This is an optimization exercise on Yosys and OpenROAD, whose aim is small area, a short achievable clock period and few clock cycles, not a production implementation. Function was checked by simulation only, so behaviour that the tests miss may differ from the original. Power and IR drop assume default switching activity.

## flow/config.mk

```make
export PLATFORM = sky130hd
export DESIGN_NAME = indexed_array_insert_remove
export DESIGN_NICKNAME = indexed_array_insert_remove
export VERILOG_FILES = /design/flow/design.v
export SDC_FILE = /design/flow/constraint.sdc
export NUM_CORES = 4
export LEC_CHECK = 0
export CAP_MARGIN = 20
export CORE_MARGIN = 2
export CORE_UTILIZATION = 40
export PLACE_DENSITY = 0.6
export SLEW_MARGIN = 20
```

## flow/constraint.sdc

```tcl
create_clock -name core_clock -period 5.0 [get_ports {clk_i}]
set_input_delay 1.0000 -clock core_clock [delete_from_list [all_inputs] [get_ports {clk_i}]]
set_output_delay 1.0000 -clock core_clock [all_outputs]
set_load 0.01 [all_outputs]
```

## flow/design.v

```verilog
`timescale 1ns / 1ps
package iair_pkg;
  localparam int unsigned OpW    = 3;
  localparam int unsigned IdxW   = 7;
  localparam int unsigned CntW   = 7;
  localparam int unsigned DataW  = 32;
  localparam int unsigned StatW  = 2;
  localparam logic [OpW-1:0] OP_INS_AT  = 3'd0;
  localparam logic [OpW-1:0] OP_INS_FRT = 3'd1;
  localparam logic [OpW-1:0] OP_INS_BCK = 3'd2;
  localparam logic [OpW-1:0] OP_REMOVE  = 3'd3;
  localparam logic [OpW-1:0] OP_READ    = 3'd4;
  localparam logic [StatW-1:0] ST_OK      = 2'd0;
  localparam logic [StatW-1:0] ST_BAD_IDX = 2'd1;
  localparam logic [StatW-1:0] ST_FULL    = 2'd2;
  localparam logic [StatW-1:0] ST_BAD_LEN = 2'd3;
  typedef struct packed {
    logic [OpW-1:0]          op;
    logic [IdxW-1:0]         index;
    logic [IdxW-1:0]         length;
    logic signed [DataW-1:0] value;
  } req_t;
  typedef struct packed {
    logic [StatW-1:0]        status;
    logic [CntW-1:0]         count;
    logic signed [DataW-1:0] read_value;
  } rsp_t;
endpackage
`timescale 1ns / 1ps
module iair_mem #(
  parameter int unsigned DEPTH = 64,
  parameter int unsigned AW    = $clog2(DEPTH)
) (
  input  logic                            clk_i,
  input  logic                            we_i,
  input  logic [AW-1:0]                   waddr_i,
  input  logic [iair_pkg::DataW-1:0]      wdata_i,
  input  logic                            re_i,
  input  logic [AW-1:0]                   raddr_i,
  output logic [iair_pkg::DataW-1:0]      rdata_o
);
  logic [iair_pkg::DataW-1:0] mem_q [DEPTH];
  logic [iair_pkg::DataW-1:0] rdata_q;
  always_ff @(posedge clk_i) begin
    if (we_i) begin
      mem_q[waddr_i] <= wdata_i;
    end
  end
  always_ff @(posedge clk_i) begin
    if (re_i) begin
      rdata_q <= mem_q[raddr_i];
    end
  end
  assign rdata_o = rdata_q;
endmodule
`timescale 1ns / 1ps
module iair_ctrl #(
  parameter int unsigned DEPTH = 64,
  parameter int unsigned AW    = $clog2(DEPTH)
) (
  input  logic                            clk_i,
  input  logic                            rst_ni,
  input  logic                            req_valid_i,
  output logic                            req_ready_o,
  input  iair_pkg::req_t                  req_data_i,
  output logic                            rsp_valid_o,
  input  logic                            rsp_ready_i,
  output iair_pkg::rsp_t                  rsp_data_o,
  output logic                            mem_we_o,
  output logic [AW-1:0]                   mem_waddr_o,
  output logic [iair_pkg::DataW-1:0]      mem_wdata_o,
  output logic                            mem_re_o,
  output logic [AW-1:0]                   mem_raddr_o,
  input  logic [iair_pkg::DataW-1:0]      mem_rdata_i
);
  localparam int unsigned CW = $clog2(DEPTH + 1);
  localparam int unsigned XW = (CW > iair_pkg::IdxW) ? CW : iair_pkg::IdxW;
  localparam logic [XW-1:0] DepthX = XW'(DEPTH);
  typedef enum logic [2:0] {
    S_IDLE,
    S_MOVE,
    S_PUT,
    S_READ,
    S_RDATA,
    S_RESP
  } state_e;
  state_e           state_q;
  logic [CW-1:0]    count_q;
  logic [CW-1:0]    left_q;
  logic [AW-1:0]    rd_addr_q;
  logic [AW-1:0]    wr_addr_q;
  logic             vld_q;
  logic             dn_q;
  logic             ins_q;
  logic [iair_pkg::DataW-1:0] val_q;
  logic [iair_pkg::StatW-1:0] status_q;
  logic [iair_pkg::DataW-1:0] rdval_q;
  logic             rsp_valid_q;
  iair_pkg::rsp_t             rsp_q;
  logic             accept;
  logic [XW-1:0]    cnt_x;
  logic [XW-1:0]    idx_x;
  logic [XW-1:0]    len_x;
  logic [XW-1:0]    pos_x;
  logic [XW:0]      end_x;
  assign req_ready_o = (state_q == S_IDLE);
  assign accept      = req_valid_i && req_ready_o;
  assign rsp_valid_o = rsp_valid_q;
  assign rsp_data_o  = rsp_q;
  assign cnt_x = XW'(count_q);
  assign idx_x = XW'(req_data_i.index);
  assign len_x = XW'(req_data_i.length);
  assign end_x = (XW + 1)'(idx_x) + (XW + 1)'(len_x);
  always_comb begin
    case (req_data_i.op)
      iair_pkg::OP_INS_AT:  pos_x = idx_x;
      iair_pkg::OP_INS_FRT: pos_x = '0;
      default:    pos_x = cnt_x;
    endcase
  end
  always_comb begin
    mem_re_o    = 1'b0;
    mem_raddr_o = rd_addr_q;
    mem_we_o    = 1'b0;
    mem_waddr_o = wr_addr_q;
    mem_wdata_o = mem_rdata_i;
    case (state_q)
      S_MOVE: begin
        mem_re_o = (left_q != '0);
        mem_we_o = vld_q;
      end
      S_PUT: begin
        mem_we_o    = 1'b1;
        mem_wdata_o = val_q;
      end
      S_READ: begin
        mem_re_o = 1'b1;
      end
      default: begin
        mem_re_o = 1'b0;
      end
    endcase
  end
  always_ff @(posedge clk_i or negedge rst_ni) begin
    if (!rst_ni) begin
      state_q     <= S_IDLE;
      count_q     <= '0;
      left_q      <= '0;
      rd_addr_q   <= '0;
      wr_addr_q   <= '0;
      vld_q       <= 1'b0;
      dn_q        <= 1'b0;
      ins_q       <= 1'b0;
      val_q       <= '0;
      status_q    <= iair_pkg::ST_OK;
      rdval_q     <= '0;
      rsp_valid_q <= 1'b0;
      rsp_q       <= '0;
    end else begin
      if (rsp_valid_q && rsp_ready_i && (state_q != S_RESP)) begin
        rsp_valid_q <= 1'b0;
      end
      case (state_q)
        S_IDLE: begin
          if (accept) begin
            rdval_q  <= '0;
            vld_q    <= 1'b0;
            val_q    <= req_data_i.value;
            case (req_data_i.op)
              iair_pkg::OP_INS_AT, iair_pkg::OP_INS_FRT, iair_pkg::OP_INS_BCK: begin
                if (pos_x > cnt_x) begin
                  status_q <= iair_pkg::ST_BAD_IDX;
                  state_q  <= S_RESP;
                end else if (cnt_x >= DepthX) begin
                  status_q <= iair_pkg::ST_FULL;
                  state_q  <= S_RESP;
                end else begin
                  status_q  <= iair_pkg::ST_OK;
                  left_q    <= CW'(cnt_x - pos_x);
                  rd_addr_q <= AW'(cnt_x - XW'(1));
                  wr_addr_q <= AW'(cnt_x);
                  dn_q      <= 1'b1;
                  ins_q     <= 1'b1;
                  count_q   <= CW'(count_q + CW'(1));
                  state_q   <= S_MOVE;
                end
              end
              iair_pkg::OP_REMOVE: begin
                if (idx_x >= cnt_x) begin
                  status_q <= iair_pkg::ST_BAD_IDX;
                  state_q  <= S_RESP;
                end else if (end_x > (XW + 1)'(cnt_x)) begin
                  status_q <= iair_pkg::ST_BAD_LEN;
                  state_q  <= S_RESP;
                end else if (len_x != '0) begin
                  status_q  <= iair_pkg::ST_OK;
                  left_q    <= CW'((XW + 1)'(cnt_x) - end_x);
                  rd_addr_q <= AW'(end_x);
                  wr_addr_q <= AW'(idx_x);
                  dn_q      <= 1'b0;
                  ins_q     <= 1'b0;
                  count_q   <= CW'(cnt_x - len_x);
                  state_q   <= S_MOVE;
                end else begin
                  status_q <= iair_pkg::ST_OK;
                  state_q  <= S_RESP;
                end
              end
              iair_pkg::OP_READ: begin
                if (idx_x >= cnt_x) begin
                  status_q <= iair_pkg::ST_BAD_IDX;
                  state_q  <= S_RESP;
                end else begin
                  status_q  <= iair_pkg::ST_OK;
                  rd_addr_q <= AW'(idx_x);
                  state_q   <= S_READ;
                end
              end
              default: begin
                status_q <= iair_pkg::ST_OK;
                state_q  <= S_RESP;
              end
            endcase
          end
        end
        S_MOVE: begin
          vld_q <= (left_q != '0);
          if (left_q != '0) begin
            left_q    <= CW'(left_q - CW'(1));
            rd_addr_q <= dn_q ? AW'(rd_addr_q - AW'(1)) : AW'(rd_addr_q + AW'(1));
          end
          if (vld_q) begin
            wr_addr_q <= dn_q ? AW'(wr_addr_q - AW'(1)) : AW'(wr_addr_q + AW'(1));
          end
          if (left_q == '0) begin
            state_q <= ins_q ? S_PUT : S_RESP;
          end
        end
        S_PUT: begin
          state_q <= S_RESP;
        end
        S_READ: begin
          state_q <= S_RDATA;
        end
        S_RDATA: begin
          rdval_q <= mem_rdata_i;
          state_q <= S_RESP;
        end
        S_RESP: begin
          if (!rsp_valid_q || rsp_ready_i) begin
            rsp_valid_q      <= 1'b1;
            rsp_q.status     <= status_q;
            rsp_q.count      <= iair_pkg::CntW'(count_q);
            rsp_q.read_value <= rdval_q;
            state_q          <= S_IDLE;
          end
        end
        default: begin
          state_q <= S_IDLE;
        end
      endcase
    end
  end
endmodule
`timescale 1ns / 1ps
module indexed_array_insert_remove (
  input  logic        clk_i,
  input  logic        rst_ni,
  input  logic        req_valid_i,
  output logic        req_ready_o,
  input  logic [2:0]  req_op_i,
  input  logic [6:0]  req_index_i,
  input  logic [6:0]  req_length_i,
  input  logic [31:0] req_value_i,
  output logic        rsp_valid_o,
  input  logic        rsp_ready_i,
  output logic [1:0]  rsp_status_o,
  output logic [6:0]  rsp_count_o,
  output logic [31:0] rsp_read_value_o
);
  localparam int unsigned DEPTH = 64;
  localparam int unsigned AW    = $clog2(DEPTH);
  iair_pkg::req_t             req_data;
  iair_pkg::rsp_t             rsp_data;
  logic             mem_we;
  logic [AW-1:0]    mem_waddr;
  logic [iair_pkg::DataW-1:0] mem_wdata;
  logic             mem_re;
  logic [AW-1:0]    mem_raddr;
  logic [iair_pkg::DataW-1:0] mem_rdata;
  assign req_data.op     = req_op_i;
  assign req_data.index  = req_index_i;
  assign req_data.length = req_length_i;
  assign req_data.value  = req_value_i;
  assign rsp_status_o     = rsp_data.status;
  assign rsp_count_o      = rsp_data.count;
  assign rsp_read_value_o = rsp_data.read_value;
  iair_ctrl #(
    .DEPTH (DEPTH),
    .AW    (AW)
  ) u_ctrl (
    .clk_i       (clk_i),
    .rst_ni      (rst_ni),
    .req_valid_i (req_valid_i),
    .req_ready_o (req_ready_o),
    .req_data_i  (req_data),
    .rsp_valid_o (rsp_valid_o),
    .rsp_ready_i (rsp_ready_i),
    .rsp_data_o  (rsp_data),
    .mem_we_o    (mem_we),
    .mem_waddr_o (mem_waddr),
    .mem_wdata_o (mem_wdata),
    .mem_re_o    (mem_re),
    .mem_raddr_o (mem_raddr),
    .mem_rdata_i (mem_rdata)
  );
  iair_mem #(
    .DEPTH (DEPTH),
    .AW    (AW)
  ) u_mem (
    .clk_i   (clk_i),
    .we_i    (mem_we),
    .waddr_i (mem_waddr),
    .wdata_i (mem_wdata),
    .re_i    (mem_re),
    .raddr_i (mem_raddr),
    .rdata_o (mem_rdata)
  );
endmodule
```

## flow/run.sh

```bash
#!/bin/bash
# synth_recipe.tcl (not shown) runs the flow's synth.tcl, then flattens the netlist and writes it again
# the make line also repeats each setting of config.mk as NAME=value (left out here)
make -C /OpenROAD-flow-scripts/flow DESIGN_CONFIG=/design/flow/config.mk WORK_HOME=/design/flow/orfs CLKGATE_MAP_FILE= SYNTH_SCRIPT=/design/flow/synth_recipe.tcl finish
```

==> summary.txt <==
[power groups by stage]
stage                     logic [mW]  clock network [mW]  registers (mW)
after floorplan                 12.0                   0            24.9
after global placement          17.8                   0            25.7
after detailed placement        18.1                   0            25.8
after CTS                       18.1                16.4            25.4
after global routing            19.3                17.1            25.4
final                           18.0                16.1            25.3
[layout make-up]
| class | instances | share of cell area, % |
|---|---|---|
| well taps | 2854 | 3.57 |
| clock inverters | 117 | 1.20 |
| diodes | 5 | 0.0125 |
| clock buffers | 284 | 5.82 |
| repair buffers | 256 | 2.47 |
| multi-input cells | 1473 | 20.8 |
| inverters | 35 | 0.131 |
| flip-flops and latches | 2219 | 66.0 |
[routing by layer]
metal	GRT usage, %	vias up	routed length (µm)
li1	-	17100	-
met1	27.9	22700	92300
met2	30.4	1472	102000
met3	3.14	271	14800
met4	4.15	2	3510
met5	0	-	19
[cell usage in the layout (no fill, tap or decap), types with 34 or more instances in the layout]
master / count
dfrtp_1: 133
edfxtp_1: 2080
clkbuf_16: 221
a211oi_1: 37
mux4_2: 650
inv_1: 35
nor2_1: 44
ha_1: 52
buf_4: 136
mux2_2: 40
clkinv_1: 45
clkbuf_1: 58
a21oi_1: 67
nand2_1: 155
clkinv_2: 34
nor2_4: 62
clkdlybuf4s50_1: 94
[flip-flops by register name, indices dropped and copies added, names as in the netlist]
| register | count |
|---|---|
| u_mem.mem_q | 2048 |
| u_ctrl.rsp_q | 41 |
| u_ctrl.rdval_q | 32 |
| u_ctrl.val_q | 32 |
| u_mem.rdata_q | 32 |
| u_ctrl.count_q | 7 |
| u_ctrl.left_q | 7 |
| u_ctrl.rd_addr_q | 6 |
| u_ctrl.wr_addr_q | 6 |
| u_ctrl.state_q | 3 |
| u_ctrl.status_q | 2 |
| u_ctrl.dn_q | 1 |
| u_ctrl.rsp_valid_q | 1 |
| u_ctrl.vld_q | 1 |
[worst paths after layout]
| path | startpoint | to | slack, ns | cells after the start |
|---|---|---|---|---|
| min in group core_clock | u_ctrl.status_q[0]$_DFFE_PN0P_ | u_ctrl.status_q[0]$_DFFE_PN0P_ | 0.48 | 2 |
| hold reg to reg | u_ctrl.status_q[0]$_DFFE_PN0P_ | u_ctrl.status_q[0]$_DFFE_PN0P_ | 0.48 | 2 |
| hold / removal | rst_ni | u_ctrl.rsp_q[33]$_DFFE_PN0P_ | 0.23 | 1 |
| setup / recovery | req_index_i[0] | u_ctrl.wr_addr_q[2]$_DFFE_PN0P_ | 0.75 | 16 |
| max in group asynchronous | rst_ni | u_ctrl.val_q[29]$_DFFE_PN0P_ | 3.82 | 2 |
| setup reg to reg | u_ctrl.rd_addr_q[0]$_DFFE_PN0P_ | u_mem.rdata_q[22]$_DFFE_PP_ | 1.06 | 5 |
[through the flow]
step / std cells / hold slack (ns) / power (mW) / setup WS (ns) / utilization [%]
floorplan: 3936 / 0.440 / 36.9 / 0.764 / -
global placement: 6837 / 0.455 / 43.5 / -0.0197 / 42.8
detailed placement: 6837 / 0.458 / 43.9 / -0.0437 / 42.8
CTS: 7238 / 0.198 / 59.9 / 0.848 / 46.0
global route: 7239 / 0.254 / 61.8 / 0.518 / 46.1
finish: 7243 / 0.230 / 59.4 / 0.748 / 46.1
[critical path: cells and delay by family]
kind	cells	cell delay, ns
buffers and inverters	1	0.44
multiplexers	1	0.38
AO/OA/AOI/OAI	6	0.94
adder cells (fa/ha/maj)	3	1.03
AND/OR/NAND/NOR	4	1.06
XOR/XNOR	1	0.09
[kinds of logic after synthesis]
kind of cell	share of synthesized area (%)
buffers and inverters	1.21
multiplexers	18.0
XOR/XNOR	0.271
AO/OA/AOI/OAI	2.05
adder cells (fa/ha/maj)	0.884
flip-flops	75.7
AND/OR/NAND/NOR	1.94
==> results.sh <==
export IMPL_ff_latch_area_um2=66000
export IMPL_via_per_inst=5.74
export IMPL_yosys_area_top_type="edfxtp_1"
export IMPL_rsz0062_at_grt="no"
export IMPL_die_y_um=471
export IMPL_finalSetupViolCount=0
export IMPL_portBuffers=95
export IMPL_synth_top_area_share_pct=71.7
export IMPL_status="timing/DRC/antenna clean"
export IMPL_cts_max_level=4
export IMPL_antenna_found_initial=8
export IMPL_cts_buffers=216
export IMPL_die_w_um=471
export IMPL_synth_cell_types=64
export IMPL_yosysMostFrequentCell="edfxtp_1"
export IMPL_grt_ovfl_total=0
export IMPL_async_flop_share_pct=6.26
export IMPL_power_density_nw_per_um2=594
export IMPL_relSlewSlack_pct=27.3
export IMPL_pwr_share_seq_pct=42.6
export IMPL_slowest_delay_ns=0.44
export IMPL_cts_resized=0
export IMPL_nets=4312
export IMPL_drt_iter0_markers=4589
export IMPL_p_leak_nw=31.8
export IMPL_syn_avg_cell_area_um2=22.1
export IMPL_synth_commonest_cells="edfxtp_1, mux4_2, nand2_1"
export IMPL_drt_wl_total_um=213000
export IMPL_grt_pass1_vias=42100
export IMPL_hpwlAfterDp_um=121000
export IMPL_synthTopCellsByArea="edfxtp_1, mux4_2, dfrtp_1"
export IMPL_root_buffer="clkbuf_16"
export IMPL_required_ns=5.70
export IMPL_cts_hold_buffers_added=0
export IMPL_clk_latency_ns=0.86
export IMPL_switching_share_pct=31.1
export IMPL_period_needed_ns=4.25
export IMPL_cp_end_kind="register"
export IMPL_synth_edf_count=2080
export IMPL_critical_path_class="primary input to register"
export IMPL_synth_seq_cells=2219
export IMPL_syn_inst=3936
export IMPL_gp_congestion=0.830
export IMPL_n_fill_cell=17900
export IMPL_fin_area_um2=99900
export IMPL_worstSetupStartpointType="primary input"
export IMPL_wl_per_cell_um=29.4
export IMPL_hold_viol_final=0
export IMPL_core_um2=217000
export IMPL_grt_total_usage_pct=19.1
export IMPL_path_cells="clkdlybuf4s50_1, ha_1, fa_1, a21o_1, a21oi_1, o21bai_1, a21oi_1, xnor2_1, ha_1, nand3_1, nor2_1, o21ai_1, nor3b_2, a21oi_1, nor3_2, mux2_2"
export IMPL_synth_fp_nets=4047
export IMPL_cts_sinks=2219
export IMPL_switching_power_mw=18.4
export IMPL_multi_input_area_um2=20800
export IMPL_fmax_mhz=235
export IMPL_syn_area_um2=87200
export IMPL_fp_row_count=171
export IMPL_ant_nets=0
export IMPL_slew_violations=0
export IMPL_initial_core_util_pct=40.2
export IMPL_path_common_cell="a21oi_1"
export IMPL_period_share_pct=85.0
export IMPL_slowest_stage="clkdlybuf4s50_1"
export IMPL_arrival_ns=4.95
export IMPL_ys_seq_area_share_pct=75.7
export IMPL_grt_pass1_wl_um=308000
export IMPL_die_area_um2=222000
export IMPL_max_cap_violations=0
export IMPL_vias=41600
export IMPL_clockPowerShare_pct=27.1
export IMPL_worst_pin_slew_ns=1.09
export IMPL_power_internal_mw=40.9
export IMPL_layout_drive_gt1_share_pct=28.8
export IMPL_drc=0
export IMPL_tns_ns=0
export IMPL_combPwrFrac_pct=30.3
export IMPL_syn_to_final_growth_pct=14.7
export IMPL_clk_path_buf_depth=3
export IMPL_postCtsSetupRepairBufs=0
export IMPL_post_dp_cell_area_um2=92800
export IMPL_path_clk_slew_ns=0.06
export IMPL_synth_flop_cell="edfxtp_1"
export IMPL_path_max_fanout=6
export IMPL_yosysWarnings=2
export IMPL_skew_ns=0.0496
export IMPL_ioPinCount=96
export IMPL_grt_max_degree=91
export IMPL_drt_pass1_iter_count=5
export IMPL_ir_drop_v=0.000415
export IMPL_tritoncts="done"
export IMPL_hold_class="primary input to asynchronous set/reset pin"
Testbench counts, summed over its fixed seeds: cycles 69,132.

[port drivers added, routing unchanged]
No port has a modelled driver above. Below, the same layout with a new extraction and two added sets of constraints. Step 1 sets driving cells, clkbuf_16 on the clock port and buf_2 on the other inputs (assumed; they add their load-dependent delay and slew). Step 2, shift: input delay + t, output delay - t, t = (earliest + latest rising clock arrival at the registers) / 2. This alone moves slack from input paths to output paths. a / b / c = ideal ports / drivers / drivers and shift; a / b = the first two.
shift t [ns]: 0.924
setup WS [ns]: 0.748 / 0.808 / -0.116
worst data-port slew with drivers (ns): 0.09
With both steps, setup timing fails in this run, where it was met with ideal ports. For this run, drivers alone change the setup slack by +0.060 ns; drivers and shift together by -0.864 ns.
